From an optimization exercise on the open Yosys and OpenROAD flow, aimed at small area, a short achievable clock period and few clock cycles; shortcuts taken in it are not production practice. Where RTL was checked, it was by simulation tests only, not by an equivalence proof against the original. Only the layout flow was run in runs 1 and 5 to 7; the RTL was not checked for function there. No activity file was given, so power comes from the tool's default toggle rates.

### flow/config.mk
export PLATFORM = sky130hd
export DESIGN_NAME = text_char_scanner_core
export DESIGN_NICKNAME = text_char_scanner_core
export VERILOG_FILES = /design/flow/design.v
export SDC_FILE = /design/flow/constraint.sdc
export NUM_CORES = 4
export LEC_CHECK = 0
export CAP_MARGIN = 20
export CORE_MARGIN = 2
export CORE_UTILIZATION = 40
export CTS_BUF_LIST = sky130_fd_sc_hd__clkbuf_4 sky130_fd_sc_hd__clkbuf_8
export SETUP_SLACK_MARGIN = 1.7
export SLEW_MARGIN = 20
### flow/constraint.sdc
create_clock -name core_clock -period 4.0 [get_ports {i_clk}]
set_input_delay 0.8000 -clock core_clock [delete_from_list [all_inputs] [get_ports {i_clk}]]
set_output_delay 0.8000 -clock core_clock [all_outputs]
set_load 0.01 [all_outputs]
### flow/design.v
package tcs_pkg;
    localparam int BYTE_W      = 8;
    localparam int LINE_W      = 20;
    localparam int COL_W       = 16;
    localparam int QUEUE_DEPTH = 4;
    localparam int QP_W        = 2;
    localparam int QC_W        = 3;
    localparam int RES_W       = 2 + BYTE_W + LINE_W + COL_W + 3 + 1;
    localparam int PAIR_W      = 2 * RES_W + 1;
    localparam logic [BYTE_W-1:0] C_NUL    = 8'h00;
    localparam logic [BYTE_W-1:0] C_TAB    = 8'h09;
    localparam logic [BYTE_W-1:0] C_LF     = 8'h0A;
    localparam logic [BYTE_W-1:0] C_CR     = 8'h0D;
    localparam logic [BYTE_W-1:0] C_SPACE  = 8'h20;
    localparam logic [BYTE_W-1:0] C_STAR   = 8'h2A;
    localparam logic [BYTE_W-1:0] C_SLASH  = 8'h2F;
    localparam logic [BYTE_W-1:0] C_DEL    = 8'h7F;
    localparam logic [BYTE_W-1:0] C_LEAD   = 8'hE2;
    localparam logic [BYTE_W-1:0] C_CONT80 = 8'h80;
    localparam logic [BYTE_W-1:0] C_EN     = 8'h93;
    localparam logic [BYTE_W-1:0] C_EM     = 8'h94;
    localparam logic [BYTE_W-1:0] C_APOS   = 8'h99;
    localparam logic [BYTE_W-1:0] C_LSQ    = 8'h98;
    localparam logic [BYTE_W-1:0] C_LDQ    = 8'h9C;
    localparam logic [BYTE_W-1:0] C_RDQ    = 8'h9D;
    typedef enum logic [1:0] {
        KIND_CHAR = 2'd0,
        KIND_END  = 2'd1,
        KIND_ERR  = 2'd2
    } t_kind;
    typedef enum logic [2:0] {
        ERR_NONE      = 3'd0,
        ERR_EN_DASH   = 3'd1,
        ERR_EM_DASH   = 3'd2,
        ERR_APOS      = 3'd3,
        ERR_QUOTE     = 3'd4,
        ERR_CONTROL   = 3'd5,
        ERR_OPEN_CMNT = 3'd6
    } t_err;
    typedef struct packed {
        t_kind             kind;
        logic [BYTE_W-1:0] char_out;
        logic [LINE_W-1:0] line_no;
        logic [COL_W-1:0]  column_no;
        t_err              error_code;
        logic              last;
    } t_result;
    typedef struct packed {
        logic    two;
        t_result first;
        t_result second;
    } t_pair;
    typedef struct packed {
        logic empty;
        logic full;
    } t_q_status;
endpackage
module text_char_scanner_core #(
    parameter int LINE_BITS   = 20,    
    parameter int COLUMN_BITS = 16,
    parameter int TAB_STOP    = 4
) (
    input  logic                       i_clk,
    input  logic                       i_rst_n,
    input  logic                       i_valid,
    input  logic [tcs_pkg::BYTE_W-1:0] i_byte,
    output logic                       o_ready,
    output logic                       o_valid,
    input  logic                       i_ready,
    output logic [1:0]                 o_kind,
    output logic [tcs_pkg::BYTE_W-1:0] o_char,
    output logic [tcs_pkg::LINE_W-1:0] o_line,
    output logic [tcs_pkg::COL_W-1:0]  o_col,
    output logic [2:0]                 o_code,
    output logic                       o_last
);
    localparam int K_NUL   = 0;    
    localparam int K_TAB   = 1;    
    localparam int K_LF    = 2;    
    localparam int K_CR    = 3;    
    localparam int K_STAR  = 4;    
    localparam int K_SLASH = 5;    
    localparam int K_LEAD  = 6;    
    localparam int K_C80   = 7;    
    localparam int K_CTL   = 8;    
    localparam int K_INC   = 9;    
    localparam int K_UERR  = 10;   
    localparam int NK      = 11;
    logic          r_iv;
    logic [7:0]    r_ib;
    logic [NK-1:0] r_k;
    logic          r_sv;
    logic [7:0]    r_sb;
    logic        r_ov;        
    logic        r_outv;      
    logic        r_olast;     
    logic        r_kerr;      
    logic        r_end;       
    logic [7:0]  r_ch;
    logic [19:0] r_line;
    logic [15:0] r_col;
    logic [2:0]  r_code;
    logic        r_mv_rst;    
    logic        r_mv_nl;     
    logic        r_mv_inc;    
    logic        r_mv_tab;    
    logic        r_cmt, r_star, r_slash, r_cr, r_lead, r_lead80, r_failed;
    logic        r_e2sat;     
    function automatic logic [19:0] f_inc20(input logic [19:0] v);
        for (int i = 0; i < 20; i++)
            f_inc20[i] = v[i] ^ ((i == 0) ? 1'b1 : &(v | ~((20'd1 << i) - 20'd1)));
    endfunction
    function automatic logic [13:0] f_inc14(input logic [13:0] v, input logic ci);
        for (int i = 0; i < 14; i++)
            f_inc14[i] = v[i] ^ (ci & ((i == 0) ? 1'b1 : &(v | ~((14'd1 << i) - 14'd1))));
    endfunction
    function automatic logic [15:0] f_dec16(input logic [15:0] v);
        for (int i = 0; i < 16; i++)
            f_dec16[i] = v[i] ^ ((i == 0) ? 1'b1 : ~|(v & ((16'd1 << i) - 16'd1)));
    endfunction
    logic        line_max, hi_max, cin, col_sat;
    logic [13:0] hi_sum;
    logic [19:0] cur_line;
    logic [15:0] cur_col, lead_col;
    assign line_max = &r_line;
    assign hi_max   = &r_col[15:2];
    assign cin      = r_mv_inc ? (&r_col[1:0]) : (|r_col[1:0]);
    assign hi_sum   = f_inc14(r_col[15:2], cin);
    assign col_sat  = hi_max & cin;
    always_comb begin
        if (r_mv_rst)
            cur_line = 20'd1;
        else if (r_mv_nl && !line_max)
            cur_line = f_inc20(r_line);
        else
            cur_line = r_line;
        if (r_mv_rst || r_mv_nl)
            cur_col = 16'd1;
        else if (r_mv_inc || r_mv_tab)
            cur_col = col_sat ? 16'hFFFF
                              : {hi_sum, (r_mv_inc ? r_col[1:0] + 2'd1 : 2'd1)};
        else
            cur_col = r_col;
    end
    assign lead_col = r_e2sat ? r_col : f_dec16(r_col);
    logic consume, main_free;
    assign consume   = r_iv && (!r_outv || i_ready);
    assign main_free = !r_iv || consume;
    assign o_ready   = !r_sv;
    logic [2:0] ucode;
    logic       n_ov, n_end, n_err, n_uerr;
    logic [2:0] n_code;
    logic       n_cmt, n_star, n_slash, n_cr, n_lead, n_lead80, n_failed;
    always_comb begin
        case (r_ib)
            8'h93:                ucode = 3'd1;
            8'h94:                ucode = 3'd2;
            8'h99:                ucode = 3'd3;
            default:              ucode = 3'd4;
        endcase
    end
    always_comb begin
        n_ov     = 1'b0;
        n_end    = 1'b0;
        n_err    = 1'b0;
        n_uerr   = r_lead80 && r_k[K_UERR];
        n_code   = 3'd0;
        n_cmt    = r_cmt;
        n_star   = r_star;
        n_slash  = 1'b0;
        n_cr     = 1'b0;
        n_lead   = 1'b0;
        n_lead80 = 1'b0;
        n_failed = r_failed;
        if (r_failed) begin
        end else if (r_cr) begin
            if (r_k[K_LF]) begin
                n_star = 1'b0;
                n_ov   = !r_cmt;
            end else begin
                n_ov     = 1'b1;
                n_err    = 1'b1;
                n_code   = 3'd5;
                n_failed = 1'b1;
            end
        end else if (r_k[K_NUL]) begin
            n_ov   = 1'b1;
            n_end  = !r_cmt;
            n_err  = r_cmt;
            n_code = r_cmt ? 3'd6 : 3'd0;
        end else if (r_k[K_CR]) begin
            n_cr = 1'b1;
        end else if (n_uerr) begin
            n_ov     = 1'b1;
            n_err    = 1'b1;
            n_code   = ucode;
            n_failed = 1'b1;
        end else if (r_k[K_CTL]) begin
            n_ov     = 1'b1;
            n_err    = 1'b1;
            n_code   = 3'd5;
            n_failed = 1'b1;
        end else begin
            n_lead   = r_k[K_LEAD];
            n_lead80 = r_lead && r_k[K_C80];
            if (r_cmt) begin
                if (r_star && r_k[K_SLASH]) begin
                    n_cmt  = 1'b0;
                    n_star = 1'b0;
                end else begin
                    n_star = r_k[K_STAR];
                end
            end else if (r_slash && r_k[K_STAR]) begin
                n_cmt  = 1'b1;
                n_star = 1'b0;
            end else if (r_k[K_SLASH]) begin
                n_slash = 1'b1;
            end else begin
                n_ov = 1'b1;
            end
        end
        if (r_k[K_NUL]) begin
            n_cmt    = 1'b0;
            n_star   = 1'b0;
            n_failed = 1'b0;
        end
    end
    logic          iv_n, slash_n, ov_n, rel_n;
    logic [7:0]    in_b, ib_n;
    logic [NK-1:0] in_k, k_n;
    assign in_b = r_sv ? r_sb : i_byte;
    always_comb begin
        in_k          = '0;
        in_k[K_NUL]   = (in_b == 8'h00);
        in_k[K_TAB]   = (in_b == 8'h09);
        in_k[K_LF]    = (in_b == 8'h0A);
        in_k[K_CR]    = (in_b == 8'h0D);
        in_k[K_STAR]  = (in_b == 8'h2A);
        in_k[K_SLASH] = (in_b == 8'h2F);
        in_k[K_LEAD]  = (in_b == 8'hE2);
        in_k[K_C80]   = (in_b == 8'h80);
        in_k[K_CTL]   = ((in_b[7:5] == 3'b000) && !in_k[K_NUL] && !in_k[K_TAB]
                         && !in_k[K_LF] && !in_k[K_CR]) || (in_b == 8'h7F);
        in_k[K_INC]   = (in_b[7] ? in_b[6] : (in_b[6] | in_b[5])) && (in_b != 8'h7F);
        case (in_b)
            8'h93, 8'h94, 8'h98, 8'h99, 8'h9C, 8'h9D: in_k[K_UERR] = 1'b1;
            default:                                  in_k[K_UERR] = 1'b0;
        endcase
    end
    assign iv_n    = main_free ? (r_sv || i_valid) : r_iv;
    assign ib_n    = main_free ? in_b : r_ib;
    assign k_n     = main_free ? in_k : r_k;
    assign slash_n = consume ? n_slash : r_slash;
    assign ov_n    = consume ? n_ov : (r_ov && !i_ready);
    assign rel_n   = iv_n && slash_n && !k_n[K_STAR];
    always_ff @(posedge i_clk) begin
        if (!i_rst_n) begin
            r_iv     <= 1'b0;
            r_sv     <= 1'b0;
            r_ov     <= 1'b0;
            r_outv   <= 1'b0;
            r_mv_rst <= 1'b1;
            r_mv_nl  <= 1'b0;
            r_mv_inc <= 1'b0;
            r_mv_tab <= 1'b0;
            r_cmt    <= 1'b0;
            r_star   <= 1'b0;
            r_slash  <= 1'b0;
            r_cr     <= 1'b0;
            r_lead   <= 1'b0;
            r_lead80 <= 1'b0;
            r_failed <= 1'b0;
        end else begin
            r_iv   <= iv_n;
            r_sv   <= !main_free && (r_sv || i_valid);
            r_ov   <= ov_n;
            r_outv <= ov_n || rel_n;
            r_slash <= slash_n;
            if (consume) begin
                r_mv_rst <= r_k[K_NUL];
                r_mv_nl  <= r_k[K_LF];
                r_mv_inc <= r_k[K_INC];
                r_mv_tab <= r_k[K_TAB];
                r_cmt    <= n_cmt;
                r_star   <= n_star;
                r_cr     <= n_cr;
                r_lead   <= n_lead;
                r_lead80 <= n_lead80;
                r_failed <= n_failed;
            end
        end
    end
    always_ff @(posedge i_clk) begin
        r_ib    <= ib_n;
        r_k     <= k_n;
        if (!r_sv)
            r_sb <= i_byte;
        r_olast <= !rel_n || k_n[K_SLASH] || k_n[K_CR];
        if (consume) begin
            r_ch    <= n_err ? 8'h00 : r_ib;
            r_line  <= cur_line;
            r_col   <= n_uerr ? lead_col : cur_col;
            r_end   <= n_end;
            r_kerr  <= n_err;
            r_code  <= n_code;
            r_e2sat <= &r_col;
        end
    end
    assign o_valid = r_outv;
    assign o_kind  = {r_kerr, r_end};
    assign o_char  = r_ch;
    assign o_line  = r_line;
    assign o_col   = r_col;
    assign o_code  = r_code;
    assign o_last  = r_olast;
endmodule
### flow/flow/run.sh
#!/bin/bash
# Standard layout, with plain buf_1 cells as the port buffers.
set -euo pipefail
bash standard.sh BUFFER_PORTS_ARGS="-buffer_cell sky130_fd_sc_hd__buf_1" finish > make_finish.log 2>&1
### flow/standard.sh
#!/bin/bash
# synth_recipe.tcl (not shown) runs the flow's synth.tcl, then flattens the netlist and writes it again
# the make line also repeats each setting of config.mk as NAME=value (left out here)
make -C /OpenROAD-flow-scripts/flow DESIGN_CONFIG=/design/flow/config.mk WORK_HOME=/design/flow/orfs CLKGATE_MAP_FILE= SYNTH_SCRIPT=/design/flow/synth_recipe.tcl "${@:-finish}"
==> results of run 1 <==
sequential cells by signal, summed over array words and instances (netlist names), 3 cells and up:
| name | flops |
|---|---|
| r_sb | 8 |
| r_ib | 8 |
| r_code | 3 |
| r_line | 20 |
| r_ch | 8 |
| r_k | 11 |
| r_col | 16 |
kinds of logic after synthesis:
kind of cell / Yosys count / share of synthesized area
buf+inv: 40 / 0.03796
xor+xnor: 16 / 0.02912
mux: 9 / 0.02132
flops: 93 / 0.5242
compound gates: 100 / 0.1505
fa+ha+maj: 11 / 0.02860
simple gates: 178 / 0.2083
repair_timing:
item,CTS,global route
buffers inserted,1,9
setup endpoints to repair,46,34
pin swaps,2,4
cloned,1,0
gates resized for setup,3,10
layout make-up:
cell class | instances | area, sq um
clock inverter | 7 | 50.05
timing repair buffer | 75 | 364.1
sequential | 93 | 2527
inverter | 20 | 77.57
tap | 147 | 183.9
multi-input combinational | 315 | 2198
clock buffer | 9 | 123.9
fill | 1113 | 6336
cell usage after synthesis (3+ instances only):
cell       n
o22ai_1    4
o21ai_0   20
a221oi_1   4
nand2b_1   6
o32a_1     3
nand4_1    6
nand4b_1   4
inv_1     18
nand2_1   31
xor2_1    10
nor2_1    35
mux2i_1    5
nor2b_1   12
xnor2_1    6
and2_1    16
nor3b_1    6
a31o_2     3
a32oi_1    4
a31oi_1    3
dfxtp_1   27
or3_1      3
nor3_1    14
edfxtp_1  66
a211oi_1   3
ha_1      11
nand3_1   14
a21oi_1   18
a21boi_0   4
nor4_1     8
and3_1     6
buf_4      4
clkbuf_1  12
metal layers:
metal  global-route usage  up-vias
li1                     -     1809
met1               0.2197     1755
met2               0.2499       77
met3              0.03241       16
met4              0.07398        0
met5                    0        -
critical path, delay by kind of cell, from the launching register on:
family	cells	cell delay, ns
AND/OR/NAND/NOR	4	1.01
flip-flops	1	0.39
multiplexers	1	0.36
adder cells (fa/ha/maj)	1	0.20
power by group through the flow:
stage                     registers, W  clock network (W)  logic, W
final                          0.00112           0.000568  0.000185
after global routing           0.00113           0.000625  0.000207
after CTS                      0.00112           0.000595  0.000179
after detailed placement       0.00114                  0  0.000172
after global placement         0.00114                  0  0.000169
after floorplan                0.00114                  0  0.000116
path summary, 6_finish.rpt:
check             cells past startpoint    endpoint       from  slack [ns]
hold reg to reg                       2    r_mv_tab   r_mv_tab        0.47
setup reg to reg                      6  r_line[19]  r_line[0]        1.80
setup / recovery                      6  r_line[19]  r_line[0]        1.80
hold / removal                        2    r_mv_tab   r_mv_tab        0.47
through the flow:
stage | setup slack, ns | instances
after floorplan | 1.670 | 447
after global placement | 1.239 | 639
after detailed placement | 1.158 | 639
after CTS | 1.680 | 657
after global routing | 1.660 | 666
final | 1.796 | 666
==> qor.txt, run 1 <==
Largest stage delay, worst path - 0.39 ns
Hold Violations, Final - 0
Final Max Slew Viols - 0
Most frequent cells in the layout - edfxtp_1 (66), buf_1 (63), nor2_1 (35)
Fmax achieved - 453.7 MHz
Post-Syn Area - 4812 sq um
Yosys warns - 1
Switching Share - 0.2615
Vias in the first global route - 3407
CORE AREA - 11860 sq um
Per-cell routed wire length - 15.18 microns
Nets@finish - 537
Share of cells above drive strength 1 - 0.1291
Clock skew - 0.009852 ns
Placer congestion estimate - 0.8124
Grt ovf - 0
Asr flop ratio synth - 0
FP Rows - 40
Internal power - 0.001384 W
Vias/cell - 5.491
Syn Nets - 470
Clock transition at path regs - 0.09 ns
Clock Tree Root - clkbuf_8
Pwr Total - 0.001873 W
PortBufs - 63
Total Wirelength - 10110 microns
Slowest cell on crit path - edfxtp_1
Lkg Pwr - 1.922 nW
Synth Register Bits - 93
Synth top area cells - edfxtp_1 (41%), dfxtp_1 (11%), ha_1 (2.9%)
First-pass DRT Iterations - 4
Sequential area share after synthesis - 0.5242
Fin util - 0.4658
Finished Cell Area - 5525 sq um
Area grow syn2layout - 14.82%
Die height - 113.7 microns
Switching pwr - 0.0004898 W
Pwr per Cell Area - 339.1 nW/um^2
Critical setup path kind - flip-flop to flip-flop
Crit start category - flip-flop
Via count - 3657
DP HPWL - 7090 microns
Syn Inst Count - 447
IO Count - 64
Logic pwr share - 0.099
Detail Route met2 WL - 4725 microns
Main synth FF type - edfxtp_1
Status - timing/DRC/antenna clean
Number of clock sinks - 93
Htree depth - 3
Wire length on met1 - 4821 microns
Final Cycle Share - 0.5510
DRC - 0
Unique masters post-synth - 78
Worst-Skew Late Latency - 0.36 ns
Buffer depth of the longest clock path - 2
Die Area - 12920 sq um
Flop pwr share - 0.598
RSZ-0062 raised after global routing - yes
Max rail drop VDD - 0.0002157 V
Dpl cell area - 5177 sq um
Die W - 113.7 microns
Cells along the critical path - ha_2 > and3_4 > and4_2 > nand3_4 > nor4_4 > mux2_1
Crit. End Element - flip-flop
Hold Crit Class - flip-flop to flip-flop
Top sig layer - met4
Actual slew at the worst max-slew pin - 0.6672 ns
Ant. Diodes - 0
Antenna-violating nets left - 0
Top-area cell type share of the netlist area - 0.4119
Hold-fix buffers, CTS - 0
DR WL met3 - 386 microns
Post-synth EDFFs - 66
Max Cap Viol - 0
CTS buffer count - 9
Crit path time final - 2.204 ns
Total GRT Usage - 0.1615
Initial antenna violation count - 0
Critical path peak fanout - 8
Worst hold slack - 0.4711 ns
Mapped Avg Cell Area - 10.77 sq um
Setup TNS - 0 ns
Pin count of the biggest net entering global routing - 30
Cell taking the most area after synthesis - edfxtp_1
Final setup violation count - 0
Relative slew margins - 0.5541
First-pass GRT wire length - 16620 microns
Starting density of the core - 0.4057
Most common cell after layout, fill and taps aside - edfxtp_1
Critical Path RT - 4.11 ns
Initial drt markers - 247
Arr. time, crit path - 2.31 ns
CTS tree - yes
Clock network power share - 0.303
==> run 2, diff against run 1 <==
--- a/flow/design.v
+++ b/flow/design.v
@@ -92,5 +92,4 @@
     logic          r_sv;
     logic [7:0]    r_sb;
-    logic        r_ov;        
     logic        r_outv;      
     logic        r_olast;     
@@ -252,5 +251,5 @@
     assign k_n     = main_free ? in_k : r_k;
     assign slash_n = consume ? n_slash : r_slash;
-    assign ov_n    = consume ? n_ov : (r_ov && !i_ready);
+    assign ov_n    = consume ? n_ov : (r_outv && !i_ready);
     assign rel_n   = iv_n && slash_n && !k_n[K_STAR];
     always_ff @(posedge i_clk) begin
@@ -258,5 +257,4 @@
             r_iv     <= 1'b0;
             r_sv     <= 1'b0;
-            r_ov     <= 1'b0;
             r_outv   <= 1'b0;
             r_mv_rst <= 1'b1;
@@ -274,5 +272,4 @@
             r_iv   <= iv_n;
             r_sv   <= !main_free && (r_sv || i_valid);
-            r_ov   <= ov_n;
             r_outv <= ov_n || rel_n;
             r_slash <= slash_n;
==> run 2 against run 1 <==
  * Power rose by 1.8%
  * Clock skew barely moved
  * Routed wire length rose by 4.0%
  * Combinational power fell by 9%
  * Setup slack got worse by 0.016 ns
  * Clock-buffer cell count rose by 2
  * Synthesized cell count rose by 1.8%
  * Cell count fell by 0.30%
  * Via count rose by 0.68%
  * Hold slack got worse by 0.0020 ns
  * Critical path depth rose by 2
  * Clock power rose by 11%
  * Critical endpoint is now r_col[14]
  * Largest power group unchanged
  * Highest routed layer unchanged
==> qor.txt, run 2 <==
Clock skew - 0.009628 ns (-0.0002232 ns)
Cell taking the most area after synthesis - edfxtp_1
Ant. Diodes - 0 (unchanged)
Nets@finish - 539 (+0.37%)
Final Cycle Share - 0.5551 (+0.004090)
Die height - 113.5 microns (-0.15%)
Yosys warns - 1 (unchanged)
Crit. End Element - flip-flop
Dpl cell area - 5146 sq um (-0.60%)
Initial antenna violation count - 0 (unchanged)
Cell family with most CP delay - compound AO/OA/AOI/OAI gates
Fillers - 1129 (+1.4%)
Share of cells above drive strength 1 - 0.1056 (-0.02353)
Total GRT Usage - 0.1669 (+0.005421)
Status - timing/DRC/antenna clean
Hold-fix buffers, CTS - 0 (unchanged)
Synth Register Bits - 92 (-1.1%)
Placer congestion estimate - 0.8310 (+2.3%)
Asr flop ratio synth - 0 (unchanged)
Synth top area cells - edfxtp_1 (41%), dfxtp_1 (11%), nor2_1 (3.3%)
Post-Syn Area - 4797 sq um (-0.31%)
PortBufs - 63 (unchanged)
Final setup violation count - 0 (unchanged)
Clock transition at path regs - 0.09 ns (about the same)
Number of clock sinks - 92 (-1.1%)
Mapped Avg Cell Area - 10.54 sq um (-2.1%)
Clock network power share - 0.331 (+0.028)
Die Area - 12880 sq um (-0.30%)
Lkg Pwr - 1.944 nW (+1.1%)
IO Count - 64 (unchanged)
Initial drt markers - 218 (-12%)
Synth cell count leaders - edfxtp_1 (66), nor2_1 (42), nand2_1 (35)
Antenna-violating nets left - 0 (unchanged)
Max Cap Viol - 0 (unchanged)
Clock Tree Root - clkbuf_8
Syn Nets - 478 (+1.7%)
Final Max Slew Viols - 0 (unchanged)
Worst-Skew Late Latency - 0.37 ns (about the same)
Hold Violations, Final - 0 (unchanged)
Starting density of the core - 0.4148 (+0.009104)
Setup TNS - 0 ns (unchanged)
Fmax achieved - 450.4 MHz (-0.74%)
Count leader, synth - edfxtp_1
Max rail drop VDD - 0.0001848 V (-14%)
Top-area cell type share of the netlist area - 0.4131 (+0.001289)
Actual slew at the worst max-slew pin - 0.8773 ns (+0.2101 ns)
Switching pwr - 0.0004675 W (-4.6%)
First-pass GRT wire length - 16950 microns (+2.0%)
Top sig layer - met4
Largest Register - r_line
Syn Inst Count - 455 (+1.8%)
Sequential area share after synthesis - 0.5216 (-0.002533)
CORE AREA - 11560 sq um (-2.5%)
CTS tree - yes
Die W - 113.5 microns (-0.15%)
Most common cell after layout, fill and taps aside - edfxtp_1
First-pass DRT Iterations - 4 (unchanged)
RSZ-0062 raised after global routing - yes
Area grow syn2layout - 13.59%
Critical Path RT - 4.10 ns (about the same)
Vias in the first global route - 3462 (+1.6%)
Detail Route met2 WL - 5198 microns (+10%)
Internal power - 0.001440 W (+4.1%)
Wire length on met1 - 4715 microns (-2.2%)
Hold Crit Class - flip-flop to flip-flop
Cells along the critical path - inv_1 > ha_1 > or3b_4 > clkinv_2 > nand4b_4 > o41a_1 > o21ai_0 > o31ai_1
Grt ovf - 0 (unchanged)
Critical path peak fanout - 6 (-2)
Slowest cell on crit path - or3b_4
Pwr per Cell Area - 350.1 nW/um^2 (+3.3%)
DP HPWL - 7515 microns (+6.0%)
Relative slew margins - 0.4151 (-0.1390)
Max reg flops - 20 (unchanged)
Logic pwr share - 0.088 (-0.011)
FP Rows - 39 (-2.5%)
Largest stage delay, worst path - 0.42 ns (+0.03 ns)
Post-synth EDFFs - 66 (unchanged)
Main synth FF type - edfxtp_1
Pin count of the biggest net entering global routing - 27 (-10%)
Arr. time, crit path - 2.32 ns (about the same)
Largest regs - r_line x20, r_col x16, r_k x11
Total Wirelength - 10520 microns (+4.0%)
DRC - 0 (unchanged)
Per-cell routed wire length - 15.84 microns (+4.3%)
Most frequent cells in the layout - edfxtp_1 (66), buf_1 (63), nor2_1 (41)
Vias/cell - 5.545 (+0.99%)
Via count - 3682 (+0.68%)
Buffer depth of the longest clock path - 2 (unchanged)
Crit path time final - 2.220 ns (+0.01636 ns)
Unique masters post-synth - 74 (-5.1%)
Critical setup path kind - flip-flop to flip-flop
DR WL met3 - 449 microns (+16%)
Htree depth - 3 (unchanged)
R2R setup slack - 1.78 ns (-0.02 ns)
Flop pwr share - 0.580 (-0.018)
Crit start category - flip-flop
CP Buf/Inv Count - 2 (+2)
CTS buffer count - 9 (unchanged)
Finished Cell Area - 5449 sq um (-1.4%)
Switching Share - 0.2451 (-0.01641)
-- run 2: cell count changes after synthesis, sizes merged, moves of 3 or more --
cell    delta
nand2      +4
o211ai     +3
xnor2      +4
mux2       -3
nor2       +7
o21ai      -5
nand3      -5
a211oi     -3
buf        +4
o32a       -3
nor4b      +4
and3       +4
a31oi      +5
xor2       -3
-- run 2: kinds of logic (layout without fill, tap and decap cells) --
| logic type | Yosys count | in the layout | share of synthesized area |
|---|---|---|---|
| buffers and inverters | 44 | 109 | 0.04173 |
| adder cells (fa/ha/maj) | 11 | 11 | 0.02869 |
| AO/OA/AOI/OAI | 101 | 101 | 0.1502 |
| XOR/XNOR | 17 | 17 | 0.03104 |
| multiplexers | 5 | 5 | 0.01069 |
| flip-flops | 92 | 92 | 0.5216 |
| AND/OR/NAND/NOR | 185 | 186 | 0.2160 |
-- run 2: per-layer routing --
layer | GRT usage | up-vias
met3 | 0.04357 | 12
met4 | 0.05854 | 0
met5 | 0 | -
met1 | 0.2102 | 1773
li1 | - | 1819
met2 | 0.2794 | 78
-- run 2: timing repair --
item                                    4_1_cts  5_1_grt
gates resized for setup                       4        8
endpoints found under the hold margin         0        0
endpoints found under the setup margin       24       49
setup buffers                                 2        4
gates cloned                                  1        0
-- run 2: stage by stage --
| stage | hold WS [ns] | setup WS, ns | utilization | power (W) | cells |
|---|---|---|---|---|---|
| after floorplan | 0.4434 | 1.720 | - | 0.001237 | 455 |
| after global placement | 0.4613 | 1.277 | 0.4450 | 0.001291 | 641 |
| after global routing | 0.5120 | 1.663 | 0.4712 | 0.001989 | 664 |
| after CTS | 0.4756 | 1.720 | 0.4653 | 0.001927 | 660 |
| final | 0.4691 | 1.780 | 0.4712 | 0.001908 | 664 |
| after detailed placement | 0.4629 | 1.235 | 0.4450 | 0.001295 | 641 |
-- run 2: worst min-delay path, stage by stage (launching register included) --
cell and delay, ns:
dfxtp_1 0.32, nand2_1 0.05, a21boi_0 0.06
-- run 2: layout make-up --
| cell class | instances | area [sq um] | share of cell area |
|---|---|---|---|
| sequential | 92 | 2504 | 0.4595 |
| tap | 143 | 178.9 | 0.03284 |
| multi-input combinational | 320 | 2185 | 0.4009 |
| inverter | 22 | 88.84 | 0.01630 |
| clock buffer | 11 | 145.1 | 0.02664 |
| clock inverter | 5 | 51.30 | 0.009414 |
| timing repair buffer | 71 | 296.5 | 0.05442 |
-- run 2: final timing paths --
kind / startpoint / end / cells after the start
min: r_mv_tab / r_mv_tab / 2
max reg2reg: r_col[0] / r_col[14] / 8
max: r_col[0] / r_col[14] / 8
min reg2reg: r_mv_tab / r_mv_tab / 2
-- run 2: power groups by stage --
stage | Combinational [W] | Clock, W | Sequential [W]
detailed placement | 0.000166 | 0 | 0.00113
global route | 0.000190 | 0.000685 | 0.00111
global placement | 0.000163 | 0 | 0.00113
CTS | 0.000169 | 0.000651 | 0.00111
finish | 0.000169 | 0.000632 | 0.00111
floorplan | 0.000112 | 0 | 0.00112
Testbench counts of run 2, summed over its fixed seeds: cycles 33,905.
==> run 3, diff against run 2 <==
--- a/flow/config.mk
+++ b/flow/config.mk
@@ -10,4 +10,4 @@
 export CORE_UTILIZATION = 40
 export CTS_BUF_LIST = sky130_fd_sc_hd__clkbuf_4 sky130_fd_sc_hd__clkbuf_8
-export SETUP_SLACK_MARGIN = 1.7
+export SETUP_SLACK_MARGIN = 1.5
 export SLEW_MARGIN = 20
==> run 3 against run 2 <==
  * Largest cell class unchanged
  * Power fell by 1.1%
  * Final area fell by 1.0%
  * Hold slack improved by 0.0043 ns
  * First-iteration DRC count is 39% higher
  * Routed wire length down 0.25%
  * Still clean on timing, DRC and antenna
  * Sequential cell count unchanged
  * Clock power decreased by 3.6%
  * Largest power group unchanged
==> qor.txt, run 3 <==
Lkg Pwr - 1.924 nW (-1.1%)
Share of cells above drive strength 1 - 0.08863 (-0.01693)
Setup TNS - 0 ns (unchanged)
Pwr per Cell Area - 349.9 nW/um^2 (about the same)
Actual slew at the worst max-slew pin - 0.8661 ns (-0.01118 ns)
Hold-fix buffers, CTS - 0 (unchanged)
Worst hold stages - 2 (unchanged)
Most common cell after layout, fill and taps aside - edfxtp_1
DRC - 0 (unchanged)
Yosys warns - 1 (unchanged)
Worst-Skew Late Latency - 0.35 ns (-0.02 ns)
Pin count of the biggest net entering global routing - 27 (unchanged)
Finished Cell Area - 5394 sq um (-1.0%)
Critical Path RT - 4.13 ns (+0.03 ns)
Vias in the first global route - 3507 (+1.3%)
Final Max Slew Viols - 0 (unchanged)
Clock Tree Root - clkbuf_8
Status - timing/DRC/antenna clean
Dpl cell area - 5126 sq um (-0.39%)
Flop pwr share - 0.589 (+0.009)
Max Cap Viol - 0 (unchanged)
CTS tree - yes
Clock skew - 0.01914 ns (+0.009512 ns)
Crit start category - flip-flop
Top-area cell type share of the netlist area - 0.4131 (unchanged)
Die height - 113.5 microns (unchanged)
R2R setup slack - 1.68 ns (-0.10 ns)
Fillers - 1111 (-1.6%)
Post-synth EDFFs - 66 (unchanged)
Nets@finish - 537 (-0.37%)
FP Rows - 39 (unchanged)
DP HPWL - 7406 microns (-1.5%)
Hold Violations, Final - 0 (unchanged)
Initial drt markers - 303 (+39%)
Critical path peak fanout - 6 (unchanged)
Min-Delay Endpoint - r_mv_tab
RR Startpoint - r_line[0]
Internal power - 0.001423 W (-1.2%)
Area grow syn2layout - 12.44%
Antenna-violating nets left - 0 (unchanged)
Count leader, synth - edfxtp_1
RSZ-0062 raised after global routing - yes
Die W - 113.5 microns (unchanged)
Switching Share - 0.2460 (+0.0009762)
Ant. Diodes - 0 (unchanged)
Synth cell count leaders - edfxtp_1 (66), nor2_1 (42), nand2_1 (35)
Final Cycle Share - 0.5807 (+0.02559)
Starting density of the core - 0.4148 (unchanged)
Vias/cell - 5.509 (-0.65%)
Worst-case reg-to-reg path depth - 7 (-1)
Max rail drop VDD - 0.0002541 V (+37%)
Clock network power share - 0.323 (-0.008)
Grt ovf - 0 (unchanged)
Asr flop ratio synth - 0 (unchanged)
Unique masters post-synth - 74 (unchanged)
PortBufs - 63 (unchanged)
Synth Register Bits - 92 (unchanged)
Mapped Avg Cell Area - 10.54 sq um (unchanged)
First-pass GRT wire length - 17230 microns (+1.6%)
Number of clock sinks - 92 (unchanged)
Logic pwr share - 0.088 (about the same)
Post-Syn Area - 4797 sq um (unchanged)
CTS buffer count - 9 (unchanged)
Crit. End Element - flip-flop
Main synth FF type - edfxtp_1
Relative slew margins - 0.4218 (+0.006663)
Crit path time final - 2.323 ns (+0.1024 ns)
Die Area - 12880 sq um (unchanged)
Cell taking the most area after synthesis - edfxtp_1
Buffer depth of the longest clock path - 2 (unchanged)
Worst Hold Launch - r_mv_tab
Clock transition at path regs - 0.09 ns (about the same)
Total GRT Usage - 0.1665 (-0.0003983)
CORE AREA - 11560 sq um (unchanged)
Most frequent cells in the layout - edfxtp_1 (66), buf_1 (63), nor2_1 (41)
Fmax achieved - 430.5 MHz (-4.4%)
Initial antenna violation count - 0 (unchanged)
Arr. time, crit path - 2.45 ns (+0.13 ns)
Per-cell routed wire length - 15.85 microns (about the same)
Total Wirelength - 10490 microns (-0.25%)
Switching pwr - 0.0004643 W (-0.68%)
Synth top area cells - edfxtp_1 (41%), dfxtp_1 (11%), nor2_1 (3.3%)
Critical setup path kind - flip-flop to flip-flop
Max reg flops - 20 (unchanged)
Syn Inst Count - 455 (unchanged)
Crit path launch - r_line[0]
Largest regs - r_line x20, r_col x16, r_k x11
IO Count - 64 (unchanged)
Placer congestion estimate - 0.8269 (-0.49%)
First-pass DRT Iterations - 4 (unchanged)
Syn Nets - 478 (unchanged)
Sequential area share after synthesis - 0.5216 (unchanged)
Htree depth - 3 (unchanged)
Largest Register - r_line
Worst R2R End - r_line[18]
Final setup violation count - 0 (unchanged)
Hold Crit Class - flip-flop to flip-flop
Pwr Total - 0.001887 W (-1.1%)
Via count - 3647 (-0.95%)
run 3: cell counts after synthesis:
No cell type changed its count.
run 3: area by class of cell:
type	instances	area, sq um	area share
Tap cell	143	178.9	0.03317
Clock buffer	10	131.4	0.02436
Sequential cell	92	2504	0.4642
Inverter	22	86.33	0.01601
Timing Repair Buffer	69	294.0	0.05451
Multi-Input combinational cell	320	2145	0.3976
Clock inverter	6	55.05	0.01021
run 3: worst max-delay path by stage:
stage | to | cells after the start
2_1_floorplan | r_col[0] | 4
3_3_place_gp | r_line[8] | 6
3_5_place_dp | r_line[6] | 6
4_1_cts | r_line[5] | 6
5_1_grt | r_line[18] | 7
6_report | r_line[18] | 7
run 3: critical path, cell delays in order, from the launching register on:
cell      delay (ns)
edfxtp_1        0.39
ha_1            0.19
nand3_1         0.24
nor4_4          0.43
nand3_1         0.18
nor3b_2         0.42
nor2_4          0.07
buf_4           0.17
run 3: kinds of logic (layout without fill, tap and decap cells):
| kind of cell | count (synthesis) | after routing | share of synthesized area |
|---|---|---|---|
| compound gates | 101 | 101 | 0.1502 |
| xor+xnor | 17 | 17 | 0.03104 |
| fa+ha+maj | 11 | 11 | 0.02869 |
| buf+inv | 44 | 107 | 0.04173 |
| flops | 92 | 92 | 0.5216 |
| mux | 5 | 5 | 0.01069 |
| simple gates | 185 | 186 | 0.2160 |
run 3: routing by layer:
| layer | vias to the layer above | GRT usage | share of wire |
|---|---|---|---|
| met5 | - | 0 | 0 |
| met4 | 0 | 0.03902 | 0.010 |
| met3 | 8 | 0.04570 | 0.036 |
| met2 | 76 | 0.2798 | 0.48 |
| met1 | 1745 | 0.2153 | 0.47 |
| li1 | 1818 | - | - |
run 3: power by group through the flow:
stage | Combinational [W] | Clock [W] | Sequential (W)
CTS | 0.000165 | 0.000626 | 0.00111
floorplan | 0.000110 | 0 | 0.00112
global route | 0.000186 | 0.000664 | 0.00112
detailed placement | 0.000159 | 0 | 0.00113
finish | 0.000166 | 0.000609 | 0.00111
global placement | 0.000156 | 0 | 0.00113
run 3: what timing repair did:
| item | in CTS | in global routing |
|---|---|---|
| gates cloned | 1 | 0 |
| gates resized for setup | 3 | 5 |
| setup buffers | 2 | 2 |
| setup endpoints to repair | 20 | 26 |
| pin swaps | 1 | 1 |
run 3: through the flow:
step	std cells	utilization	worst slack, ns	hold WS [ns]
finish	662	0.4664	1.677	0.4734
global route	662	0.4664	1.466	0.4955
CTS	660	0.4637	1.502	0.4808
detailed placement	641	0.4433	1.082	0.4689
global placement	641	0.4433	1.150	0.4575
floorplan	455	-	1.558	0.4434
==> run 4, diff against run 3 <==
--- a/flow/config.mk
+++ b/flow/config.mk
@@ -10,4 +10,4 @@
 export CORE_UTILIZATION = 40
 export CTS_BUF_LIST = sky130_fd_sc_hd__clkbuf_4 sky130_fd_sc_hd__clkbuf_8
-export SETUP_SLACK_MARGIN = 1.5
+export SETUP_SLACK_MARGIN = 1.9
 export SLEW_MARGIN = 20
==> run 4 against run 3 <==
  * Still clean on timing, DRC and antenna
  * Sequential power is essentially flat
  * Clock power shrank 5.4%
  * Cell count grew 1.2%
  * Via count grew 2.6%
  * Final area grew 3.8%
  * Utilization grew 1.8 points
  * Setup slack gained 0.24 ns
  * First-iteration DRC count shrank 20%
  * Largest cell class unchanged
==> qor.txt, run 4 <==
RSZ-0062 raised after global routing - yes
Clock network power share - 0.309 (-0.014)
PortBufs - 63 (unchanged)
Syn Inst Count - 455 (unchanged)
Die W - 113.5 microns (unchanged)
Pin count of the biggest net entering global routing - 27 (unchanged)
Buffer depth of the longest clock path - 2 (unchanged)
CORE AREA - 11560 sq um (unchanged)
Largest Register - r_line
Mapped Avg Cell Area - 10.54 sq um (unchanged)
Crit. End Element - flip-flop
Total GRT Usage - 0.1655 (-0.0009490)
Synth Register Bits - 92 (unchanged)
First-pass GRT wire length - 17020 microns (-1.2%)
Clock transition at path regs - 0.09 ns (about the same)
Count leader, synth - edfxtp_1
Per-cell routed wire length - 16.03 microns (+1.1%)
Final setup violation count - 0 (unchanged)
Max reg flops - 20 (unchanged)
Unique masters post-synth - 74 (unchanged)
Main synth FF type - edfxtp_1
FP Rows - 39 (unchanged)
Critical Path RT - 4.09 ns (-0.04 ns)
Post-Syn Area - 4797 sq um (unchanged)
Die height - 113.5 microns (unchanged)
DP HPWL - 7446 microns (+0.55%)
Clock Tree Root - clkbuf_8
Most frequent cells in the layout - edfxtp_1 (66), buf_1 (63), nor2_1 (41)
Vias in the first global route - 3459 (-1.4%)
Grt ovf - 0 (unchanged)
Flop pwr share - 0.595 (+0.006)
Post-synth EDFFs - 66 (unchanged)
Crit start category - flip-flop
Hold Crit Class - flip-flop to flip-flop
Via count - 3741 (+2.6%)
Sequential area share after synthesis - 0.5216 (unchanged)
Cells along the critical path - inv_2 > ha_4 > or3b_4 > clkinv_4 > nand4b_4 > nor4b_4 > xnor2_1 > o22ai_1
Switching pwr - 0.0004733 W (+1.9%)
Max rail drop VDD - 0.0002121 V (-17%)
DRC - 0 (unchanged)
Area grow syn2layout - 16.69%
Htree depth - 3 (unchanged)
Logic pwr share - 0.097 (+0.009)
Critical path peak fanout - 4 (-2)
Share of cells above drive strength 1 - 0.1461 (+0.05748)
CTS tree - yes
Top-area cell type share of the netlist area - 0.4131 (unchanged)
Asr flop ratio synth - 0 (unchanged)
Relative slew margins - 0.5865 (+0.1647)
Switching Share - 0.2539 (+0.007889)
Lkg Pwr - 1.991 nW (+3.5%)
Critical setup path kind - flip-flop to flip-flop
Pwr per Cell Area - 333.0 nW/um^2 (-4.8%)
Most common cell after layout, fill and taps aside - edfxtp_1
Pwr Total - 0.001864 W (-1.2%)
Final Cycle Share - 0.5197 (-0.06094)
Total Wirelength - 10740 microns (+2.4%)
Max Cap Viol - 0 (unchanged)
Antenna-violating nets left - 0 (unchanged)
Number of clock sinks - 92 (unchanged)
Arr. time, crit path - 2.17 ns (-0.28 ns)
Synth cell count leaders - edfxtp_1 (66), nor2_1 (42), nand2_1 (35)
Cell taking the most area after synthesis - edfxtp_1
Syn Nets - 478 (unchanged)
Die Area - 12880 sq um (unchanged)
Starting density of the core - 0.4148 (unchanged)
Synth top area cells - edfxtp_1 (41%), dfxtp_1 (11%), nor2_1 (3.3%)
Vias/cell - 5.584 (+1.4%)
First-pass DRT Iterations - 4 (unchanged)
Worst-Skew Late Latency - 0.36 ns (about the same)
Largest stage delay, worst path - 0.41 ns (-0.02 ns)
Internal power - 0.001391 W (-2.3%)
Hold Violations, Final - 0 (unchanged)
Fmax achieved - 481.0 MHz (+12%)
CTS buffer count - 9 (unchanged)
Nets@finish - 545 (+1.5%)
Yosys warns - 1 (unchanged)
Clock skew - 0.006891 ns (-0.01225 ns)
Placer congestion estimate - 0.8411 (+1.7%)
Actual slew at the worst max-slew pin - 0.6188 ns (-0.2473 ns)
Initial drt markers - 242 (-20%)
Setup TNS - 0 ns (unchanged)
Final Max Slew Viols - 0 (unchanged)
Fillers - 1091 (-1.8%)
Ant. Diodes - 0 (unchanged)
Largest regs - r_line x20, r_col x16, r_k x11
Slowest cell on crit path - edfxtp_1
Status - timing/DRC/antenna clean
Initial antenna violation count - 0 (unchanged)
Crit path time final - 2.079 ns (-0.2438 ns)
Hold-fix buffers, CTS - 0 (unchanged)
IO Count - 64 (unchanged)
-- run 4: final timing paths --
kind                to  slack (ns)  cells past startpoint  startpoint
max          r_col[15]        1.92                      8    r_col[1]
min           r_mv_tab        0.48                      2    r_mv_tab
max reg2reg  r_col[15]        1.92                      8    r_col[1]
min reg2reg   r_mv_tab        0.48                      2    r_mv_tab
-- run 4: power by group through the flow --
stage / clock network, W / registers [W] / logic (W)
final: 0.000576 / 0.00111 / 0.000180
after global routing: 0.000629 / 0.00111 / 0.000200
after CTS: 0.000595 / 0.00111 / 0.000176
after detailed placement: 0 / 0.00113 / 0.000168
after global placement: 0 / 0.00113 / 0.000166
after floorplan: 0 / 0.00113 / 0.000115
-- run 4: layer usage --
| layer | vias to the layer above | wire length [microns] | global-route usage |
|---|---|---|---|
| li1 | 1837 | - | - |
| met1 | 1794 | 4910 | 0.2109 |
| met2 | 97 | 5230 | 0.2854 |
| met3 | 13 | 453 | 0.03613 |
| met4 | 0 | 144 | 0.04634 |
| met5 | - | 0 | 0 |
-- run 4: kinds of logic after synthesis --
family,share of synthesized area
AO/OA/AOI/OAI,0.1502
XOR/XNOR,0.03104
AND/OR/NAND/NOR,0.2160
multiplexers,0.01069
flip-flops,0.5216
buffers and inverters,0.04173
adder cells (fa/ha/maj),0.02869
-- run 4: cell type report --
class / instances / area [sq um] / share of cell area
clock buffer: 12 / 152.6 / 0.02727
clock inverter: 4 / 25.02 / 0.004470
inverter: 22 / 100.1 / 0.01788
multi-input combinational: 320 / 2281 / 0.4075
sequential: 92 / 2506 / 0.4477
tap: 143 / 178.9 / 0.03196
timing repair buffer: 77 / 354.1 / 0.06325
-- run 4: what timing repair did --
item | 4_1_cts | 5_1_grt
cloned | 0 | 1
setup buffers | 6 | 6
pin swaps | 5 | 9
setup endpoints to repair | 52 | 51
resized for setup | 8 | 22
-- run 4: worst max-delay path: cells and delay by family, from the launching register on --
| kind | cells | cell delay [ns] |
|---|---|---|
| and+or+nand+nor | 3 | 0.87 |
| DFF | 1 | 0.41 |
| buffers and inverters | 2 | 0.17 |
| xor gates and xnor gates | 1 | 0.15 |
| adders and majority gates | 1 | 0.13 |
| AOI/OAI and AO/OA | 1 | 0.09 |
-- run 4: per-stage QoR --
step / hold slack [ns] / cell area, sq um / utilization / setup WS, ns / instances
6_report: 0.4801 / 5598 / 0.4840 / 1.921 / 670
5_1_grt: 0.5005 / 5598 / 0.4840 / 1.831 / 670
4_1_cts: 0.4831 / 5458 / 0.4719 / 1.865 / 663
3_5_place_dp: 0.4709 / 5182 / 0.4481 / 1.518 / 641
3_3_place_gp: 0.4623 / 5182 / 0.4481 / 1.559 / 641
2_1_floorplan: 0.4434 / 4870 / - / 1.826 / 455
==> run 5, diff against run 4 <==
--- a/flow/design.v
+++ b/flow/design.v
@@ -106,7 +106,7 @@
     logic        r_cmt, r_star, r_slash, r_cr, r_lead, r_lead80, r_failed;
     logic        r_e2sat;     
-    function automatic logic [19:0] f_inc20(input logic [19:0] v);
+    function automatic logic [19:0] f_sinc20(input logic [19:0] v);
         for (int i = 0; i < 20; i++)
-            f_inc20[i] = v[i] ^ ((i == 0) ? 1'b1 : &(v | ~((20'd1 << i) - 20'd1)));
+            f_sinc20[i] = (v[i] ^ ((i == 0) ? 1'b1 : &(v | ~((20'd1 << i) - 20'd1)))) | (&v);
     endfunction
     function automatic logic [13:0] f_inc14(input logic [13:0] v, input logic ci);
@@ -118,9 +118,8 @@
             f_dec16[i] = v[i] ^ ((i == 0) ? 1'b1 : ~|(v & ((16'd1 << i) - 16'd1)));
     endfunction
-    logic        line_max, hi_max, cin, col_sat;
+    logic        hi_max, cin, col_sat;
     logic [13:0] hi_sum;
     logic [19:0] cur_line;
     logic [15:0] cur_col, lead_col;
-    assign line_max = &r_line;
     assign hi_max   = &r_col[15:2];
     assign cin      = r_mv_inc ? (&r_col[1:0]) : (|r_col[1:0]);
@@ -130,6 +129,6 @@
         if (r_mv_rst)
             cur_line = 20'd1;
-        else if (r_mv_nl && !line_max)
-            cur_line = f_inc20(r_line);
+        else if (r_mv_nl)
+            cur_line = f_sinc20(r_line);
         else
             cur_line = r_line;
@@ -138,5 +137,5 @@
         else if (r_mv_inc || r_mv_tab)
             cur_col = col_sat ? 16'hFFFF
-                              : {hi_sum, (r_mv_inc ? r_col[1:0] + 2'd1 : 2'd1)};
+                              : {hi_sum, (r_mv_inc ? {r_col[1] ^ r_col[0], !r_col[0]} : 2'd1)};
         else
             cur_col = r_col;
==> run 5 against run 4 <==
  * Still clean
  * Clock-buffer cell count is 3 lower
  * Sequential cell count stayed put
  * Clock power is 22% higher
  * Largest power group unchanged
  * Highest routed layer unchanged
==> qor.txt, run 5 <==
Status - timing/DRC/antenna clean
Top-area cell type share of the netlist area - 0.4149 (+0.001731)
Main synth FF type - edfxtp_1
Number of clock sinks - 92 (unchanged)
RR Startpoint - r_col[0]
Hold Violations, Final - 0 (unchanged)
Worst-Skew Late Latency - 0.38 ns (+0.02 ns)
Total GRT Usage - 0.1722 (+0.006670)
Share of cells above drive strength 1 - 0.1326 (-0.01351)
Die height - 113.3 microns (-0.20%)
Min-Delay Endpoint - r_lead
Placed insts - 658 (+2.7%)
IO Count - 64 (unchanged)
CTS tree - yes
Largest regs - r_line x20, r_col x16, r_k x11
Placer congestion estimate - 0.8374 (-0.44%)
Hold-fix buffers, CTS - 0 (unchanged)
Per-cell routed wire length - 15.63 microns (-2.5%)
Cell family with most CP delay - simple AND/OR/NAND/NOR gates
Cells along the critical path - inv_2 > ha_4 > nor3b_4 > nand3_2 > or4_4 > xor2_1 > o22ai_1
Synth Register Bits - 92 (unchanged)
Clock network power share - 0.353 (+0.044)
Switching pwr - 0.0005043 W (+6.5%)
Critical path peak fanout - 5 (+1)
DP HPWL - 7525 microns (+1.1%)
Total Wirelength - 10720 microns (-0.16%)
Most frequent cells in the layout - edfxtp_1 (66), buf_1 (63), nand2_1 (43)
PortBufs - 63 (unchanged)
Syn Inst Count - 469 (+3.1%)
Antenna-violating nets left - 0 (unchanged)
First-pass DRT Iterations - 5 (+1)
Initial antenna violation count - 0 (unchanged)
Fin util - 0.4801 (-0.003925)
Post-Syn Area - 4777 sq um (-0.42%)
Worst Hold Launch - r_lead
Final Cycle Share - 0.5162 (-0.003553)
Internal power - 0.001493 W (+7.3%)
Crit path launch - r_col[0]
RSZ-0062 raised after global routing - yes
CORE AREA - 11520 sq um (-0.42%)
CP Buf/Inv Count - 1 (-1)
Flop pwr share - 0.556 (-0.039)
Pwr per Cell Area - 361.2 nW/um^2 (+8.5%)
FP Rows - 39 (unchanged)
Syn Nets - 492 (+2.9%)
Mapped Avg Cell Area - 10.19 sq um (-3.4%)
Vias in the first global route - 3592 (+3.8%)
Initial drt markers - 200 (-17%)
Final Max Slew Viols - 0 (unchanged)
Worst hold slack - 0.4857 ns (+0.005531 ns)
Critical setup path kind - flip-flop to flip-flop
Relative slew margins - 0.5924 (+0.005912)
Synth top area cells - edfxtp_1 (41%), dfxtp_1 (11%), nand2_1 (3.6%)
Area grow syn2layout - 15.74%
Buffer depth of the longest clock path - 2 (unchanged)
Worst-case reg-to-reg path depth - 7 (-1)
Pin count of the biggest net entering global routing - 26 (-3.7%)
Non-Filler Instances - 686 (+2.4%)
Ant. Diodes - 0 (unchanged)
Final setup violation count - 0 (unchanged)
Largest Register - r_line
Logic pwr share - 0.091 (-0.006)
Critical Path RT - 4.11 ns (+0.02 ns)
Die Area - 12830 sq um (-0.40%)
Lkg Pwr - 1.929 nW (-3.1%)
Setup TNS - 0 ns (unchanged)
Htree depth - 3 (unchanged)
Fillers - 1076 (-1.4%)
Max Cap Viol - 0 (unchanged)
Post-synth EDFFs - 66 (unchanged)
Clock Tree Root - clkbuf_8
Clock skew - 0.007994 ns (+0.001103 ns)
Via count - 3847 (+2.8%)
Crit start category - flip-flop
Max reg flops - 20 (unchanged)
Cell taking the most area after synthesis - edfxtp_1
Switching Share - 0.2525 (-0.001400)
Nets@finish - 561 (+2.9%)
First-pass GRT wire length - 17710 microns (+4.0%)
Count leader, synth - edfxtp_1
Clock transition at path regs - 0.09 ns (about the same)
Max rail drop VDD - 0.0002025 V (-4.5%)
CTS buffer count - 9 (unchanged)
Worst R2R End - r_col[13]
Sequential area share after synthesis - 0.5238 (+0.002186)
Slowest cell on crit path - edfxtp_1
Vias/cell - 5.608 (+0.44%)
Yosys warns - 1 (unchanged)
Starting density of the core - 0.4148 (about the same)
Crit path time final - 2.065 ns (-0.01421 ns)
Actual slew at the worst max-slew pin - 0.6114 ns (-0.007369 ns)
Arr. time, crit path - 2.18 ns (about the same)
Unique masters post-synth - 68 (-8.1%)
Worst hold stages - 2 (unchanged)
DRC - 0 (unchanged)
Synth cell count leaders - edfxtp_1 (66), nand2_1 (46), nor2_1 (35)
Hold Crit Class - flip-flop to flip-flop
Most common cell after layout, fill and taps aside - edfxtp_1
Grt ovf - 0 (unchanged)
Die W - 113.3 microns (-0.20%)
Crit. End Element - flip-flop
R2R setup slack - 1.94 ns (about the same)
Largest stage delay, worst path - 0.44 ns (+0.03 ns)
Asr flop ratio synth - 0 (unchanged)
Fmax achieved - 484.3 MHz (+0.69%)
## run 5: cell count changes in the layout (fill, tap and decap cells not counted), moves of 6 or more
cell / change
nor2b_1: -13
nand3_1: +11
nor2_1: -8
nand4_1: +6
o21ai_0: +6
a21oi_1: +16
nand2_1: +8
## run 5: repair_timing
action / in CTS / in global routing
pin swaps: 1 / 1
setup buffers: 4 / 8
resized for setup: 7 / 12
endpoints found under the setup margin: 24 / 39
## run 5: worst max path at each step
stage,to,slack (ns),cells past startpoint
CTS,r_olast,1.91,5
finish,r_col[13],1.94,7
global placement,r_col[7],1.60,4
global route,r_col[13],1.81,7
floorplan,r_olast,1.91,6
detailed placement,r_col[8],1.53,4
## run 5: power by group through the flow
stage          Sequential, W  Clock (W)  Combinational (W)
2_1_floorplan        0.00113          0           0.000115
3_3_place_gp         0.00113          0           0.000172
3_5_place_dp         0.00113          0           0.000174
4_1_cts              0.00111   0.000719           0.000178
5_1_grt              0.00112   0.000758           0.000205
6_report             0.00111   0.000705           0.000183
## run 5: layer usage
metal  GRT usage  up-vias  wire length (microns)
met4     0.06260        0                    216
met1      0.2250     1829                   4953
met3     0.05142       14                    533
met5           0        -                      0
li1            -     1894                      -
met2      0.2723      110                   5017
## run 5: logic make-up (layout without fill, tap and decap cells)
family	after synthesis	count (layout)	share of synthesized area
AND/OR/NAND/NOR	189	189	0.2116
AO/OA/AOI/OAI	112	112	0.1535
flip-flops	92	92	0.5238
buffers and inverters	43	117	0.03902
XOR/XNOR	15	15	0.02750
adder cells (fa/ha/maj)	11	11	0.02881
multiplexers	7	7	0.01571
## run 5: through the flow
step                instance area (sq um)  power, W  worst slack, ns
global route                         5529  0.002079            1.809
floorplan                            4817  0.001244            1.906
finish                               5529  0.001997            1.935
detailed placement                   5141  0.001306            1.526
CTS                                  5424  0.002006            1.911
global placement                     5141  0.001302            1.596
## run 5: area by class of cell
cell class | count | area, sq um | share of cell area
sequential | 92 | 2507 | 0.4535
multi-input combinational | 334 | 2190 | 0.3960
timing repair buffer | 77 | 341.6 | 0.06178
tap | 143 | 178.9 | 0.03236
clock buffer | 9 | 123.9 | 0.02240
clock inverter | 7 | 97.59 | 0.01765
inverter | 24 | 90.09 | 0.01629
## run 5: worst register-to-register path, delay by kind of cell (launching register included)
family	cells	cell delay [ns]
and+or+nand+nor	3	0.85
DFF	1	0.44
xor gates and xnor gates	1	0.18
adders and majority gates	1	0.14
buffers and inverters	1	0.10
AOI/OAI and AO/OA	1	0.10
==> run 6, diff against run 5 <==
--- a/flow/config.mk
+++ b/flow/config.mk
@@ -10,4 +10,4 @@
 export CORE_UTILIZATION = 40
 export CTS_BUF_LIST = sky130_fd_sc_hd__clkbuf_4 sky130_fd_sc_hd__clkbuf_8
-export SETUP_SLACK_MARGIN = 1.9
+export SETUP_SLACK_MARGIN = 2.05
 export SLEW_MARGIN = 20
==> run 6 against run 5 <==
  * Cell count up 2.6%
  * Final area up 3.6%
  * Critical path depth unchanged
  * Synthesized cell count unchanged
  * Setup slack better by 0.048 ns
  * Die area unchanged
  * Hold slack worse by 0.0084 ns
  * Highest routed layer unchanged
==> qor.txt, run 6 <==
Syn Inst Count - 469 (unchanged)
Via count - 3933 (+2.2%)
Vias/cell - 5.587 (-0.38%)
Critical setup path kind - flip-flop to flip-flop
Count leader, synth - edfxtp_1
Status - timing/DRC/antenna clean
Total Wirelength - 11270 microns (+5.1%)
Most common cell after layout, fill and taps aside - edfxtp_1
Area grow syn2layout - 19.96%
Clock Tree Root - clkbuf_8
Synth cell count leaders - edfxtp_1 (66), nand2_1 (46), nor2_1 (35)
FP Rows - 39 (unchanged)
Cell family with most CP delay - simple AND/OR/NAND/NOR gates
Simple-gate share of the synthesized area - 0.2116 (unchanged)
Final Max Slew Viols - 0 (unchanged)
Pin count of the biggest net entering global routing - 24 (-7.7%)
Fin util - 0.4976 (+0.01749)
Die Area - 12830 sq um (unchanged)
Largest Register - r_line
Initial drt markers - 191 (-4.5%)
Post-synth EDFFs - 66 (unchanged)
Grt ovf - 0 (unchanged)
Cell taking the most area after synthesis - edfxtp_1
Pwr per Cell Area - 328.4 nW/um^2 (-9.1%)
Unique masters post-synth - 68 (unchanged)
IO Count - 64 (unchanged)
Die height - 113.3 microns (unchanged)
CTS tree - yes
Most frequent cells in the layout - edfxtp_1 (66), buf_1 (62), nand2_1 (41)
Number of clock sinks - 92 (unchanged)
Crit. End Element - flip-flop
Yosys warns - 1 (unchanged)
Slowest cell on crit path - or4_4
Hold Violations, Final - 0 (unchanged)
Setup TNS - 0 ns (unchanged)
CP Buf/Inv Count - 1 (unchanged)
Relative slew margins - 0.6073 (+0.01492)
Critical Path RT - 4.11 ns (about the same)
Clock skew - 0.01019 ns (+0.002199 ns)
Worst-Skew Late Latency - 0.37 ns (about the same)
Fillers - 1054 (-2.0%)
Ant. Diodes - 0 (unchanged)
Post-synthesis mux area share - 0.01572 (unchanged)
CORE AREA - 11520 sq um (unchanged)
Lkg Pwr - 2.073 nW (+7.4%)
Htree depth - 3 (unchanged)
PortBufs - 63 (unchanged)
Worst hold slack - 0.4772 ns (-0.008444 ns)
Final Cycle Share - 0.5041 (-0.01206)
Antenna-violating nets left - 0 (unchanged)
Pwr Total - 0.001882 W (-5.8%)
Per-cell routed wire length - 16.01 microns (+2.5%)
DP HPWL - 7511 microns (-0.18%)
Synth Area in Adders - 0.02881 (unchanged)
DP Worst Slack - 1.381 ns (-0.1447 ns)
Asr flop ratio synth - 0 (unchanged)
Crit path time final - 2.016 ns (-0.04825 ns)
RSZ-0062 raised after global routing - yes
Placer congestion estimate - 0.8999 (+7.5%)
Largest regs - r_line x20, r_col x16, r_k x11
Starting density of the core - 0.4148 (unchanged)
First-pass DRT Iterations - 5 (unchanged)
Max Cap Viol - 0 (unchanged)
Arr. time, crit path - 2.13 ns (-0.05 ns)
Synth Register Bits - 92 (unchanged)
CTS buffer count - 9 (unchanged)
Share of cells above drive strength 1 - 0.1889 (+0.05635)
Initial antenna violation count - 0 (unchanged)
Xor/xnor share of the synthesized area - 0.02750 (unchanged)
Largest stage delay, worst path - 0.43 ns (about the same)
Cells along the critical path - inv_1 > ha_2 > nor3b_4 > nand3_2 > or4_4 > xor2_1 > o22ai_1
Syn Nets - 492 (unchanged)
Fmax achieved - 495.9 MHz (+2.4%)
Synth top area cells - edfxtp_1 (41%), dfxtp_1 (11%), nand2_1 (3.6%)
DRC - 0 (unchanged)
Top-area cell type share of the netlist area - 0.4149 (unchanged)
Crit start category - flip-flop
Max reg flops - 20 (unchanged)
Vias in the first global route - 3636 (+1.2%)
Clock transition at path regs - 0.09 ns (about the same)
Largest family of logic cells by synthesized area - simple AND/OR/NAND/NOR gates
Die W - 113.3 microns (unchanged)
Post-Syn Area - 4777 sq um (unchanged)
First-pass GRT wire length - 18080 microns (+2.1%)
Complex-gate fraction of the synthesized area - 0.1535 (unchanged)
Nets@finish - 579 (+3.2%)
Final WS setup - 1.984 ns (+0.04825 ns)
Total GRT Usage - 0.1762 (+0.003978)
Mapped Avg Cell Area - 10.19 sq um (unchanged)
Hold Crit Class - flip-flop to flip-flop
Buffer depth of the longest clock path - 2 (unchanged)
Critical path peak fanout - 4 (-1)
Actual slew at the worst max-slew pin - 0.5890 ns (-0.02238 ns)
Max rail drop VDD - 0.0001758 V (-13%)
Final setup violation count - 0 (unchanged)
Main synth FF type - edfxtp_1
Sequential area share after synthesis - 0.5238 (unchanged)
[run 6: cell counts after synthesis]
Identical to the previous run, type by type.
[run 6: kinds of logic after synthesis]
logic type,Yosys count
fa+ha+maj,11
compound gates,112
buf+inv,43
flops,92
simple gates,189
xor+xnor,15
mux,7
[run 6: cell type report]
| class | instances | area (sq um) | share of cell area |
|---|---|---|---|
| flip-flops and latches | 92 | 2515 | 0.4389 |
| multi-input cells | 334 | 2287 | 0.3991 |
| repair buffers | 95 | 481.7 | 0.08406 |
| well taps | 143 | 178.9 | 0.03122 |
| clock buffers | 12 | 146.4 | 0.02555 |
| inverters | 24 | 95.09 | 0.01659 |
| clock inverters | 4 | 26.28 | 0.004585 |
[run 6: final timing paths]
| check | cells after the start | slack [ns] | start | to |
|---|---|---|---|---|
| setup reg to reg | 7 | 1.98 | r_col[0] | r_col[13] |
| hold / removal | 2 | 0.48 | r_lead | r_lead |
| hold reg to reg | 2 | 0.48 | r_lead | r_lead |
| setup / recovery | 7 | 1.98 | r_col[0] | r_col[13] |
[run 6: tightest hold or removal path, delay by kind of cell, from the launching register on]
family	cells	cell delay [ns]
and+or+nand+nor	1	0.05
DFF	1	0.32
AOI/OAI and AO/OA	1	0.06
[run 6: layer usage]
metal,part of all wire,wire (microns),vias up,global-route usage
met5,0,0,-,0
met1,0.46,5191,1916,0.2392
met4,0.019,219,0,0.07398
met3,0.037,419,13,0.02839
met2,0.48,5442,83,0.2814
li1,-,-,1921,-
[run 6: through the flow]
step / cell area [sq um] / std cells
3_5_place_dp: 5166 / 657
2_1_floorplan: 4850 / 469
4_1_cts: 5519 / 687
3_3_place_gp: 5166 / 657
5_1_grt: 5731 / 704
6_report: 5731 / 704
[run 6: what timing repair did]
item                                    4_1_cts  5_1_grt
endpoints found under the hold margin         0        0
gates resized for setup                      20       24
buffers inserted                             14       17
pin swaps                                     8       10
hold buffers                                  0        0
endpoints found under the setup margin       45       53
[run 6: power breakdown]
part	total, W	leakage [nW]	switching (W)	internal (W)
sequential	0.00111	0.868	0.0000456	0.00107
clock	0.000577	0.0906	0.000331	0.000246
combinational	0.000192	1.11	0.000114	0.0000782
==> run 7, diff against run 6 <==
--- a/flow/config.mk
+++ b/flow/config.mk
@@ -8,6 +8,6 @@
 export CAP_MARGIN = 20
 export CORE_MARGIN = 2
-export CORE_UTILIZATION = 40
+export CORE_UTILIZATION = 60
 export CTS_BUF_LIST = sky130_fd_sc_hd__clkbuf_4 sky130_fd_sc_hd__clkbuf_8
-export SETUP_SLACK_MARGIN = 2.05
+export SETUP_SLACK_MARGIN = 1.9
 export SLEW_MARGIN = 20
==> run 7 against run 6 <==
  * Clock power increased by 15%
  * Combinational power decreased by 8%
  * Non-clock buffer count decreased by 16
  * Still clean
  * Critical endpoint unchanged
  * Die area decreased by 32%
  * Area after synthesis unchanged
  * Cell count decreased by 8.1%
  * Critical path depth increased by 1
==> qor.txt, run 7 <==
PortBufs - 63 (unchanged)
Critical path peak fanout - 3 (-1)
R2R setup slack - 1.93 ns (-0.05 ns)
Pin count of the biggest net entering global routing - 26 (+8.3%)
Worst hold slack - 0.4722 ns (-0.005058 ns)
Actual slew at the worst max-slew pin - 0.5777 ns (-0.01136 ns)
Pwr per Cell Area - 355.7 nW/um^2 (+8.3%)
Vias/cell - 6.006 (+7.5%)
Buffer depth of the longest clock path - 2 (unchanged)
Internal power - 0.001439 W (+3.4%)
Lkg Pwr - 1.945 nW (-6.1%)
CP Buf/Inv Count - 2 (+1)
Htree depth - 3 (unchanged)
RSZ-0062 raised after global routing - no
Final Cycle Share - 0.5166 (+0.01247)
Min-Delay Endpoint - r_lead
DP HPWL - 7173 microns (-4.5%)
Per-cell routed wire length - 15.97 microns (-0.29%)
Share of cells above drive strength 1 - 0.1284 (-0.06051)
Sequential area share after synthesis - 0.5238 (unchanged)
Critical setup path kind - flip-flop to flip-flop
Synth top area cells - edfxtp_1 (41%), dfxtp_1 (11%), nand2_1 (3.6%)
Status - timing/DRC/antenna clean
Grt ovf - 0 (unchanged)
Via count - 3886 (-1.2%)
Most common cell after layout, fill and taps aside - edfxtp_1
Synth cell count leaders - edfxtp_1 (66), nand2_1 (46), nor2_1 (35)
Final setup violation count - 0 (unchanged)
Crit path time final - 2.066 ns (+0.04986 ns)
Vias in the first global route - 3563 (-2.0%)
Cell taking the most area after synthesis - edfxtp_1
Total Wirelength - 10330 microns (-8.4%)
Flop pwr share - 0.570 (-0.021)
Post-synth EDFFs - 66 (unchanged)
Crit start category - flip-flop
Worst-case reg-to-reg path depth - 8 (+1)
Count leader, synth - edfxtp_1
Antenna-violating nets left - 0 (unchanged)
Unique masters post-synth - 68 (unchanged)
Placer congestion estimate - 0.8800 (-2.2%)
Die W - 93.23 microns (-18%)
Largest regs - r_line x20, r_col x16, r_k x11
Arr. time, crit path - 2.17 ns (+0.04 ns)
Ant. Diodes - 0 (unchanged)
Die height - 93.23 microns (-18%)
Relative slew margins - 0.6149 (+0.007571)
Largest Register - r_line
Initial antenna violation count - 0 (unchanged)
Logic pwr share - 0.091 (-0.011)
==> run 7: cell count changes in the layout (fill, tap and decap cells not counted), moves of 3 or more <==
cell and change:
buf_4 -17, nand2_1 +3, o21ai_0 +3, clkbuf_4 -3
nor2_1 +3, o21ai_1 -3
==> run 7: metal layers <==
layer / GRT usage / share of wire / up-vias
met5: 0 / 0 / -
met4: 0.08701 / 0.020 / 0
met3: 0.03868 / 0.052 / 19
met2: 0.4251 / 0.52 / 131
met1: 0.3140 / 0.41 / 1833
li1: - / - / 1903
==> run 7: how the worst max path moves through the flow <==
stage | from | endpoint | slack, ns | cells after the start
3_3_place_gp | r_mv_rst | r_col[7] | 1.45 | 4
4_1_cts | r_line[0] | r_line[18] | 1.91 | 6
5_1_grt | r_col[1] | r_col[13] | 1.88 | 8
2_1_floorplan | i_ready | r_olast | 1.91 | 6
3_5_place_dp | r_mv_rst | r_col[7] | 1.41 | 4
6_report | r_col[0] | r_col[13] | 1.93 | 8
==> run 7: power by group through the flow <==
stage	logic (W)	clock network, W	registers, W
after floorplan	0.000115	0	0.00113
after global placement	0.000164	0	0.00113
after detailed placement	0.000168	0	0.00113
after CTS	0.000172	0.000669	0.00111
after global routing	0.000198	0.000713	0.00112
final	0.000177	0.000663	0.00111
==> run 7: area by class of cell <==
type | instances | area [sq um]
Sequential cell | 92 | 2507
Fill cell | 605 | 2238
Multi-Input combinational cell | 334 | 2182
Timing Repair Buffer | 79 | 372.9
Tap cell | 102 | 127.6
Clock buffer | 9 | 123.9
Inverter | 24 | 92.59
Clock inverter | 7 | 82.58
==> run 7: kinds of logic (layout without fill, tap and decap cells) <==
| logic type | after synthesis | after routing | share of synthesized area |
|---|---|---|---|
| AND/OR/NAND/NOR | 189 | 189 | 0.2116 |
| AO/OA/AOI/OAI | 112 | 112 | 0.1535 |
| flip-flops | 92 | 92 | 0.5238 |
| buffers and inverters | 43 | 119 | 0.03902 |
| XOR/XNOR | 15 | 15 | 0.02750 |
| adder cells (fa/ha/maj) | 11 | 11 | 0.02881 |
| multiplexers | 7 | 7 | 0.01571 |
==> run 7: through the flow <==
stage | utilization | area [sq um] | total power [W]
2_1_floorplan | - | 4817 | 0.001244
3_3_place_gp | 0.6577 | 5082 | 0.001296
3_5_place_dp | 0.6577 | 5082 | 0.001302
4_1_cts | 0.6920 | 5348 | 0.001954
5_1_grt | 0.7103 | 5489 | 0.002031
6_report | 0.7103 | 5489 | 0.001952
==> run 7: what timing repair did <==
item / in CTS / in global routing
pin swaps: 1 / 2
setup endpoints to repair: 28 / 21
setup buffers: 4 / 11
hold buffers: 0 / 0
resized for setup: 5 / 14
==> run 7: worst reg2reg max path, stage by stage (launching register included) <==
cell      delay [ns]
edfxtp_1        0.42
inv_1           0.12
ha_4            0.15
nor3b_4         0.24
buf_6           0.15
nand3_2         0.07
or4_1           0.43
xor2_1          0.15
o22ai_1         0.09
